Source: an optimization exercise on an open RTL-to-GDS flow (aim: small area and a short achievable clock period). Production flows keep margins and buffers that such runs may drop.
Function was checked by simulation only, so behaviour that the tests miss may differ from the original.
No activity file was given, so power comes from the tool's default toggle rates.

==> run a <==
==> flow/design.v (excerpt) <==
module mini_core (
    input  wire logic            clk,
    input  wire logic            rst,
    input  wire logic            instr_valid,
    input  wire logic [31:0]     instr,
    input  wire logic [4:0]      debug_addr,
    output logic                 retire_valid,
    output logic      [4:0]      retire_rd,
    output logic      [XLEN-1:0] retire_data,
    output logic                 retire_illegal,
    output logic      [XLEN-1:0] debug_data
);
    logic [4:0]      rs1_addr;
    logic [4:0]      rs2_addr;
    logic [XLEN-1:0] rs1_data;
    logic [XLEN-1:0] rs2_data;
    logic            rs1_off;
    logic            rs2_off;
    logic            rs1_en;
    logic            rs2_en;
    logic            rs1_fwd;
    logic            rs2_fwd;
    logic [XLEN-1:0] fwd_data;
    logic [XLEN-1:0] imm;
    logic            dec_valid;
    logic            dec_wen;
    logic            dec_illegal;
    logic [4:0]      dec_rd;
    logic            dec_fwd1;
    logic            dec_fwd2;
    logic [XLEN-1:0] dec_op_a;
    logic [XLEN-1:0] dec_op_b;
    logic [CTL_W-1:0] dec_ctl;
    logic            ex_valid;
    logic            ex_wen;
    logic            ex_illegal;
    logic [4:0]      ex_rd;
    logic [XLEN-1:0] ex_result;
    logic            wr_en;
    logic [4:0]      wr_addr;
    logic [XLEN-1:0] wr_data;
    assign rs1_fwd  = ex_wen && ex_rd == rs1_addr;
    assign rs2_fwd  = ex_wen && ex_rd == rs2_addr;
    assign rs1_en   = !rs1_off;
    assign rs2_en   = !rs2_off;
  ...
==> module rf_ao8, before the edit <==
module rf_ao8 (
    input  wire logic [7:0] a,
    input  wire logic [7:0] s,
    output logic            u_n
);
    logic [3:0] t_n;
    for (genvar k = 0; k < 4; k++) begin : g_pair
        assign t_n[k] = !((a[2*k] && s[2*k]) || (a[2*k+1] && s[2*k+1]));
    end
    assign u_n = &t_n;
endmodule
==> module rf_ao7, before the edit <==
module rf_ao7 (
    input  wire logic [6:0] a,
    input  wire logic [6:0] s,
    output logic            u_n
);
    logic [3:0] t_n;
    for (genvar k = 0; k < 3; k++) begin : g_pair
        assign t_n[k] = !((a[2*k] && s[2*k]) || (a[2*k+1] && s[2*k+1]));
    end
    assign t_n[3] = !(a[6] && s[6]);
    assign u_n = &t_n;
endmodule
==> module rf_nand4, before the edit <==
module rf_nand4 (
    input  wire logic [3:0] u_n,
    output logic            y
);
    assign y = !(&u_n);
endmodule
==> module rf_read_bit, before the edit <==
module rf_read_bit #(
    parameter int MODE = 0   
) (
    input  wire logic [31:1] d,
    input  wire logic [31:1] sel,
    input  wire logic        x,
    input  wire logic        x_sel,
    input  wire logic        en,
    input  wire logic        o,
    output logic             y
);
    logic [10:0] t_n;
    for (genvar g = 0; g < 10 && MODE != 0; g++) begin : g_ao
        rf_ao3 u_ao (
            .a0(d[3*g+1]), .s0(sel[3*g+1]),
            .a1(d[3*g+2]), .s1(sel[3*g+2]),
            .a2(d[3*g+3]), .s2(sel[3*g+3]),
            .y_n(t_n[g])
        );
    end
    if (MODE == 0) begin : g_dbg
        logic [3:0] u_n;
        rf_ao8 u_g0 (.a(d[8:1]),   .s(sel[8:1]),   .u_n(u_n[0]));
        rf_ao8 u_g1 (.a(d[16:9]),  .s(sel[16:9]),  .u_n(u_n[1]));
        rf_ao8 u_g2 (.a(d[24:17]), .s(sel[24:17]), .u_n(u_n[2]));
        rf_ao7 u_g3 (.a(d[31:25]), .s(sel[31:25]), .u_n(u_n[3]));
        rf_nand4 u_or (.u_n(u_n), .y(y));
    end else begin : g_src
        rf_ao2 u_ao (.a0(d[31]), .s0(sel[31]), .a1(x), .s1(x_sel), .y_n(t_n[10]));
        if (MODE == 1) begin : g_rs1
            rf_or11e u_or (.t_n(t_n), .en(en), .y(y));
        end else begin : g_rs2
            rf_or12e u_or (.t_n(t_n), .en(en), .t(o), .y(y));
        end
    end
endmodule
Settings: LEC_CHECK=0, CAP_MARGIN=20, CORE_MARGIN=2, CORE_UTILIZATION=35, CTS_BUF_LIST=sky130_fd_sc_hd__clkbuf_8, CTS_CLUSTER_DIAMETER=50, CTS_CLUSTER_SIZE=12, PLACE_DENSITY=0.5, SETUP_SLACK_MARGIN=2.8, SLEW_MARGIN=20, SYNTH_HIERARCHICAL=1; clock period 7.5 ns.
run.sh (not shown) runs the stock make flow with config.mk's settings and CLKGATE_MAP_FILE= SYNTH_SCRIPT=/design/flow/synth_recipe.tcl, a recipe that flattens the netlist after the stock synthesis.
==> run b (differences from run a) <==
--- a/flow/design.v
+++ b/flow/design.v
@@ -168,31 +168,2 @@
 endmodule
-module rf_ao8 (
-    input  wire logic [7:0] a,
-    input  wire logic [7:0] s,
-    output logic            u_n
-);
-    logic [3:0] t_n;
-    for (genvar k = 0; k < 4; k++) begin : g_pair
-        assign t_n[k] = !((a[2*k] && s[2*k]) || (a[2*k+1] && s[2*k+1]));
-    end
-    assign u_n = &t_n;
-endmodule
-module rf_ao7 (
-    input  wire logic [6:0] a,
-    input  wire logic [6:0] s,
-    output logic            u_n
-);
-    logic [3:0] t_n;
-    for (genvar k = 0; k < 3; k++) begin : g_pair
-        assign t_n[k] = !((a[2*k] && s[2*k]) || (a[2*k+1] && s[2*k+1]));
-    end
-    assign t_n[3] = !(a[6] && s[6]);
-    assign u_n = &t_n;
-endmodule
-module rf_nand4 (
-    input  wire logic [3:0] u_n,
-    output logic            y
-);
-    assign y = !(&u_n);
-endmodule
 module rf_read_bit #(
@@ -209,3 +180,3 @@
     logic [10:0] t_n;
-    for (genvar g = 0; g < 10 && MODE != 0; g++) begin : g_ao
+    for (genvar g = 0; g < 10; g++) begin : g_ao
         rf_ao3 u_ao (
@@ -218,8 +189,4 @@
     if (MODE == 0) begin : g_dbg
-        logic [3:0] u_n;
-        rf_ao8 u_g0 (.a(d[8:1]),   .s(sel[8:1]),   .u_n(u_n[0]));
-        rf_ao8 u_g1 (.a(d[16:9]),  .s(sel[16:9]),  .u_n(u_n[1]));
-        rf_ao8 u_g2 (.a(d[24:17]), .s(sel[24:17]), .u_n(u_n[2]));
-        rf_ao7 u_g3 (.a(d[31:25]), .s(sel[31:25]), .u_n(u_n[3]));
-        rf_nand4 u_or (.u_n(u_n), .y(y));
+        rf_ao1 u_ao (.a0(d[31]), .s0(sel[31]), .y_n(t_n[10]));
+        rf_or11 u_or (.t_n(t_n), .y(y));
     end else begin : g_src
==> flow/flow/run.sh (new file) <==
#!/bin/bash
set -euo pipefail
cd "$(dirname "$0")/.."
export CTS_ARGS="-sink_clustering_enable -repair_clock_nets -sink_clustering_size 12 -sink_clustering_max_diameter 50 -buf_list sky130_fd_sc_hd__clkbuf_8 -dont_use_dummy_load"
bash standard.sh > standard.log 2>&1
==> flow/standard.sh (new file) <==
#!/bin/bash
# synth_recipe.tcl (not shown) runs the flow's synth.tcl, then flattens the netlist and writes it again
# the make line also repeats each setting of config.mk as NAME=value (left out here)
make -C /OpenROAD-flow-scripts/flow DESIGN_CONFIG=/design/flow/config.mk WORK_HOME=/design/flow/orfs CLKGATE_MAP_FILE= SYNTH_SCRIPT=/design/flow/synth_recipe.tcl "${@:-finish}"
removed: flow/run.sh
==> run c (differences from run a) <==
--- a/flow/design.v
+++ b/flow/design.v
@@ -168,31 +168,2 @@
 endmodule
-module rf_ao8 (
-    input  wire logic [7:0] a,
-    input  wire logic [7:0] s,
-    output logic            u_n
-);
-    logic [3:0] t_n;
-    for (genvar k = 0; k < 4; k++) begin : g_pair
-        assign t_n[k] = !((a[2*k] && s[2*k]) || (a[2*k+1] && s[2*k+1]));
-    end
-    assign u_n = &t_n;
-endmodule
-module rf_ao7 (
-    input  wire logic [6:0] a,
-    input  wire logic [6:0] s,
-    output logic            u_n
-);
-    logic [3:0] t_n;
-    for (genvar k = 0; k < 3; k++) begin : g_pair
-        assign t_n[k] = !((a[2*k] && s[2*k]) || (a[2*k+1] && s[2*k+1]));
-    end
-    assign t_n[3] = !(a[6] && s[6]);
-    assign u_n = &t_n;
-endmodule
-module rf_nand4 (
-    input  wire logic [3:0] u_n,
-    output logic            y
-);
-    assign y = !(&u_n);
-endmodule
 module rf_read_bit #(
@@ -209,3 +180,3 @@
     logic [10:0] t_n;
-    for (genvar g = 0; g < 10 && MODE != 0; g++) begin : g_ao
+    for (genvar g = 0; g < 10; g++) begin : g_ao
         rf_ao3 u_ao (
@@ -218,8 +189,4 @@
     if (MODE == 0) begin : g_dbg
-        logic [3:0] u_n;
-        rf_ao8 u_g0 (.a(d[8:1]),   .s(sel[8:1]),   .u_n(u_n[0]));
-        rf_ao8 u_g1 (.a(d[16:9]),  .s(sel[16:9]),  .u_n(u_n[1]));
-        rf_ao8 u_g2 (.a(d[24:17]), .s(sel[24:17]), .u_n(u_n[2]));
-        rf_ao7 u_g3 (.a(d[31:25]), .s(sel[31:25]), .u_n(u_n[3]));
-        rf_nand4 u_or (.u_n(u_n), .y(y));
+        rf_ao1 u_ao (.a0(d[31]), .s0(sel[31]), .y_n(t_n[10]));
+        rf_or11 u_or (.t_n(t_n), .y(y));
     end else begin : g_src
==> flow/flow/run.sh (new file) <==
#!/bin/bash
set -euo pipefail
cd "$(dirname "$0")/.."
export CTS_ARGS="-sink_clustering_enable -repair_clock_nets -sink_clustering_size 12 -sink_clustering_max_diameter 50 -buf_list sky130_fd_sc_hd__clkbuf_8 -dont_use_dummy_load"
bash standard.sh > standard.log 2>&1
==> flow/standard.sh (new file) <==
#!/bin/bash
# synth_recipe.tcl (not shown) runs the flow's synth.tcl, then flattens the netlist and writes it again
# the make line also repeats each setting of config.mk as NAME=value (left out here)
make -C /OpenROAD-flow-scripts/flow DESIGN_CONFIG=/design/flow/config.mk WORK_HOME=/design/flow/orfs CLKGATE_MAP_FILE= SYNTH_SCRIPT=/design/flow/synth_recipe.tcl "${@:-finish}"
--- a/flow/config.mk
+++ b/flow/config.mk
@@ -9,3 +9,3 @@
 export CORE_MARGIN = 2
-export CORE_UTILIZATION = 35
+export CORE_UTILIZATION = 50
 export CTS_BUF_LIST = sky130_fd_sc_hd__clkbuf_8
@@ -13,3 +13,3 @@
 export CTS_CLUSTER_SIZE = 12
-export PLACE_DENSITY = 0.5
+export PLACE_DENSITY = 0.65
 export SETUP_SLACK_MARGIN = 2.8
removed: flow/run.sh
==> results.txt <==
item	run a	run c	run b
Number of clock buffers inserted by TritonCTS	151	139	147
GRT Overall Usage	32.7%	40.9%	31.3%
Cell internal power dissipation	10.2 mW	9.31 mW	9.38 mW
Worst skew pair latency	930 ps	870 ps	950 ps
Post-detailed-placement cell area	63000 um2	61000 um2	61800 um2
Final net count	4812	4599	4543
Highest net fanout along the worst path	8	7	8
Weighted congestion at the end of routability-driven global placement	0.997	1.03	0.986
Status	finished clean	finished clean	finished clean
Clock net power	5.30 mW	3.82 mW	4.02 mW
Worst setup path startpoint	debug_addr[1]	debug_addr[0]	debug_addr[1]
Met2 demand-to-capacity share in global routing	44.9%	54.3%	44.4%
Fraction of area in multi-input gates	36.7%	37.2%	37.0%
Iteration-0 DRC Markers	11400	14500	12200

static timing again, ports no longer ideal:
How much do the figures lean on ideal ports? The routed layouts below were timed once more, with nothing changed but the port constraints. Step 1 sets driving cells, clkbuf_16 on the clock port and buf_2 on the other inputs (assumed; they add their load-dependent delay and slew). Step 2 also shifts input and output timing later by t, the mid clock arrival at the registers, as if the neighbouring blocks saw the same clock. Slacks: no drivers / after step 1 / after step 2; pairs: no drivers / after step 1.
run	t (ns)	setup WS [ns]	worst data-port slew with drivers (ns)
run a	0.992	2.407 / 2.319 / 1.765	0.11
run b	0.980	2.455 / 2.349 / 1.834	0.18
run c	0.889	2.254 / 2.191 / 1.745	0.07
After both steps every run listed still meets setup and hold. The setup slack of run a, which loses most, moves by -0.088 ns with the drivers and by -0.642 ns with both steps.
